What follows belongs to an exercise in optimizing a design on an open flow for small area, a short achievable clock period and few clock cycles per item; a production flow would make more cautious choices.
In this exercise RTL edits were held to simulation tests only and were not proved equivalent to the original.
Power figures rest on the tool's default switching activity, not on a simulated workload.

==> flow/design.v <==
module dqp_cell #(
	parameter int DATA_W = 32
) (
	input  logic              clk,
	input  logic              we,           
	input  logic              front,        
	input  logic [DATA_W-1:0] new_val,
	input  logic [DATA_W-1:0] new_pri,
	output logic [DATA_W-1:0] val,
	output logic              new_beats     
);
	logic [DATA_W-1:0] val_q;
	logic [DATA_W-1:0] pri_q;
	always_ff @(posedge clk) begin
		if (we) begin
			val_q <= new_val;
			pri_q <= new_pri;
		end
	end
	logic [DATA_W-1:0] a, b;
	assign a = {~new_pri[DATA_W-1], new_pri[DATA_W-2:0]};
	assign b = {~pri_q[DATA_W-1], pri_q[DATA_W-2:0]};
	localparam int LV = 5;    
	logic [LV:0][DATA_W-1:0] gg, pp;
	always_comb begin
		gg[0] = a & ~b;
		pp[0] = a | ~b;
		for (int l = 0; l < LV; l++) begin
			for (int i = 0; i < DATA_W; i++) begin
				if ((i >> l) % 2 == 1) begin
					gg[l+1][i] = gg[l][i] | (pp[l][i] & gg[l][i - (1 << l)]);
					pp[l+1][i] = pp[l][i] & pp[l][i - (1 << l)];
				end else begin
					gg[l+1][i] = gg[l][i];
					pp[l+1][i] = pp[l][i];
				end
			end
		end
	end
	assign new_beats = gg[LV][DATA_W-1] | (pp[LV][DATA_W-1] & front);
	assign val       = val_q;
endmodule
module deque_with_max_priority_removal_core (
	input  logic        clk,
	input  logic        arst_n,
	input  logic        cmd_valid,
	output logic        cmd_ready,
	input  logic [2:0]  cmd_command,
	input  logic [31:0] cmd_entry_value,
	input  logic [31:0] cmd_entry_priority,
	output logic        rsp_valid,
	input  logic        rsp_ready,
	output logic [31:0] rsp_removed_value,
	output logic [1:0]  rsp_status,
	output logic [4:0]  rsp_occupancy
);
	localparam int DEPTH  = 16;
	localparam int CNT_W  = 5;
	localparam int DATA_W = 32;
	localparam logic [2:0] CMD_PUSH_FRONT = 3'd0;
	localparam logic [2:0] CMD_PUSH_REAR  = 3'd1;
	localparam logic [2:0] CMD_POP_FRONT  = 3'd2;
	localparam logic [2:0] CMD_POP_REAR   = 3'd3;
	localparam logic [2:0] CMD_POP_MAX    = 3'd4;
	localparam logic [1:0] ST_DONE  = 2'd0;
	localparam logic [1:0] ST_EMPTY = 2'd1;
	localparam logic [1:0] ST_FULL  = 2'd2;
	logic              rsp_valid_q;
	logic              s1_valid_q;
	logic              s1_move;
	logic              cmd_fire;
	assign s1_move   = s1_valid_q && (!rsp_valid_q || rsp_ready);
	assign cmd_ready = !s1_valid_q || !rsp_valid_q || rsp_ready;
	assign cmd_fire  = cmd_valid && cmd_ready;
	logic [DEPTH-1:0]             valid_q;
	logic [CNT_W-1:0]             count_q;
	logic [DEPTH-1:0][DATA_W-1:0] slot_val;
	logic [DEPTH-1:0]             new_beats;
	logic [DEPTH-1:0]             slot_we;
	logic [DEPTH-1:0][DEPTH-1:0]  before_q;    
	logic [DEPTH-1:0][DEPTH-1:0]  beats_q;     
	logic is_push, is_pop, is_front;
	logic full, empty;
	logic push_ok, pop_ok;
	logic [DEPTH-1:0] free_oh;
	logic [DEPTH-1:0] sel_front, sel_rear, sel_max, sel;
	assign is_push  = (cmd_command == CMD_PUSH_FRONT) || (cmd_command == CMD_PUSH_REAR);
	assign is_pop   = (cmd_command == CMD_POP_FRONT) || (cmd_command == CMD_POP_REAR) ||
	                  (cmd_command == CMD_POP_MAX);
	assign is_front = !cmd_command[0];
	assign full     = &valid_q;
	assign empty    = ~|valid_q;
	assign push_ok  = cmd_fire && is_push && !full;
	assign pop_ok   = cmd_fire && is_pop && !empty;
	assign free_oh = ~valid_q & (valid_q + DEPTH'(1));
	assign slot_we = push_ok ? free_oh : '0;
	genvar g;
	generate
		for (g = 0; g < DEPTH; g++) begin : g_slot
			dqp_cell #(.DATA_W(DATA_W)) u_cell (
				.clk       (clk),
				.we        (slot_we[g]),
				.front     (is_front),
				.new_val   (cmd_entry_value),
				.new_pri   (cmd_entry_priority),
				.val       (slot_val[g]),
				.new_beats (new_beats[g])
			);
		end
	endgenerate
	always_comb begin
		for (int a = 0; a < DEPTH; a++) begin
			sel_front[a] = valid_q[a];
			sel_rear[a]  = valid_q[a];
			sel_max[a]   = valid_q[a];
			for (int b = 0; b < DEPTH; b++) begin
				if (b < a) begin
					sel_front[a] &= !valid_q[b] || !before_q[b][a];
					sel_rear[a]  &= !valid_q[b] ||  before_q[b][a];
					sel_max[a]   &= !valid_q[b] || !beats_q[b][a];
				end else if (b > a) begin
					sel_front[a] &= !valid_q[b] ||  before_q[a][b];
					sel_rear[a]  &= !valid_q[b] || !before_q[a][b];
					sel_max[a]   &= !valid_q[b] ||  beats_q[a][b];
				end
			end
		end
	end
	always_comb begin
		case (cmd_command)
			CMD_POP_FRONT: sel = sel_front;
			CMD_POP_REAR:  sel = sel_rear;
			default:       sel = sel_max;
		endcase
	end
	always_ff @(posedge clk or negedge arst_n) begin
		if (!arst_n) begin
			valid_q <= '0;
			count_q <= '0;
		end else begin
			if (push_ok) begin
				valid_q <= valid_q | free_oh;
				count_q <= count_q + CNT_W'(1);
			end else if (pop_ok) begin
				valid_q <= valid_q & ~sel;
				count_q <= count_q - CNT_W'(1);
			end
		end
	end
	logic [DEPTH-1:0] beat_lo, beat_hi;
	assign beat_lo = slot_we | ~new_beats;
	assign beat_hi = slot_we |  new_beats;
	always_ff @(posedge clk) begin
		for (int a = 0; a < DEPTH; a++) begin
			for (int b = a + 1; b < DEPTH; b++) begin
				if (slot_we[a] || slot_we[b]) begin
					before_q[a][b] <= slot_we[a] ? is_front : !is_front;
					beats_q[a][b]  <= beat_lo[a] && beat_hi[b];
				end
			end
		end
	end
	logic [1:0]        status_d;
	logic [CNT_W-1:0]  occ_d;
	always_comb begin
		status_d = ST_DONE;
		if (is_push && full) status_d = ST_FULL;
		if (is_pop && empty) status_d = ST_EMPTY;
		occ_d = count_q;
		if (push_ok) occ_d = count_q + CNT_W'(1);
		if (pop_ok)  occ_d = count_q - CNT_W'(1);
	end
	logic [DEPTH-1:0]  s1_sel_q;      
	logic [1:0]        s1_status_q;
	logic [CNT_W-1:0]  s1_occ_q;
	always_ff @(posedge clk or negedge arst_n) begin
		if (!arst_n)       s1_valid_q <= 1'b0;
		else if (cmd_fire) s1_valid_q <= 1'b1;
		else if (s1_move)  s1_valid_q <= 1'b0;
	end
	always_ff @(posedge clk) begin
		if (cmd_fire) begin
			s1_sel_q    <= pop_ok ? sel : '0;
			s1_status_q <= status_d;
			s1_occ_q    <= occ_d;
		end
	end
	logic [DATA_W-1:0] removed_d;
	logic [DATA_W-1:0] rsp_val_q;
	logic [1:0]        rsp_status_q;
	logic [CNT_W-1:0]  rsp_occ_q;
	always_comb begin
		removed_d = '0;
		for (int a = 0; a < DEPTH; a++) begin
			removed_d |= slot_val[a] & {DATA_W{s1_sel_q[a]}};
		end
	end
	always_ff @(posedge clk or negedge arst_n) begin
		if (!arst_n)        rsp_valid_q <= 1'b0;
		else if (s1_move)   rsp_valid_q <= 1'b1;
		else if (rsp_ready) rsp_valid_q <= 1'b0;
	end
	always_ff @(posedge clk) begin
		if (s1_move) begin
			rsp_val_q    <= removed_d;
			rsp_status_q <= s1_status_q;
			rsp_occ_q    <= s1_occ_q;
		end
	end
	assign rsp_valid         = rsp_valid_q;
	assign rsp_removed_value = rsp_val_q;
	assign rsp_status        = rsp_status_q;
	assign rsp_occupancy     = rsp_occ_q;
endmodule
clock: 5.5 ns
lec_check: 0
cap_margin: 20
cell_pad_in_sites_detail_placement: 1
cell_pad_in_sites_global_placement: 2
core_margin: 2
core_utilization: 35
cts_cluster_diameter: 100
cts_cluster_size: 20
setup_slack_margin: 2.5
slew_margin: 20
run.sh (not shown) runs the stock make flow with config.mk's settings and CLKGATE_MAP_FILE= SYNTH_SCRIPT=/design/flow/synth_recipe.tcl, a recipe that flattens the netlist after the stock synthesis.
Testbench counts at the start, summed over its fixed seeds: cycles 16,016, items 16,000.
Next try:
--- a/flow/design.v
+++ b/flow/design.v
@@ -87,7 +87,7 @@
 	assign is_push  = (cmd_command == CMD_PUSH_FRONT) || (cmd_command == CMD_PUSH_REAR);
 	assign is_pop   = (cmd_command == CMD_POP_FRONT) || (cmd_command == CMD_POP_REAR) ||
 	                  (cmd_command == CMD_POP_MAX);
-	assign is_front = !cmd_command[0];
+	assign is_front = (cmd_command == CMD_PUSH_FRONT);
 	assign full     = &valid_q;
 	assign empty    = ~|valid_q;
 	assign push_ok  = cmd_fire && is_push && !full;
Result: The new run completed with no timing, DRC or antenna violations. Cell area hardly moves. Count of clock-buffer cells in the layout goes up by 5. Utilization hardly moves. First-iteration DRC count goes up by a few percent. Hold slack hardly moves. Critical path depth grows by 1. Combinational power barely changes. Cell count came out lower slightly. Total power went down slightly. Setup slack gets worse by 0.21 ns. Routed wire length goes up slightly. Sequential share of layout area hardly moves.
Testbench counts after the change, summed over its fixed seeds: cycles 16,016, items 16,000.

## what the ideal ports hide
The flow's constraints put no driver on any port. The routed layouts listed below were extracted and timed again, unchanged, in two steps. Step 1: set_driving_cell puts a clkbuf_16 on clk and a buf_2 on each other input, an assumption about the parent block. Step 2 moves the port delays by t, midway between the first and last clock arrival at a register: inputs arrive t later, outputs are due t later. That takes back most of the time a late clock gives input paths. Slacks: no drivers / after step 1 / after step 2; pairs: no drivers / after step 1.
run | t, ns | slack for setup (ns) | slew at the worst register clock pin (ns)
the first run | 0.794 | 2.427 / 2.458 / 1.664 | 0.10 / 0.10
the second run | 0.788 | 2.214 / 2.240 / 1.452 | 0.09 / 0.09
After both steps every run listed still meets setup and hold. The setup slack of the first run, which loses most, moves by +0.031 ns with the drivers and by -0.763 ns with both steps.
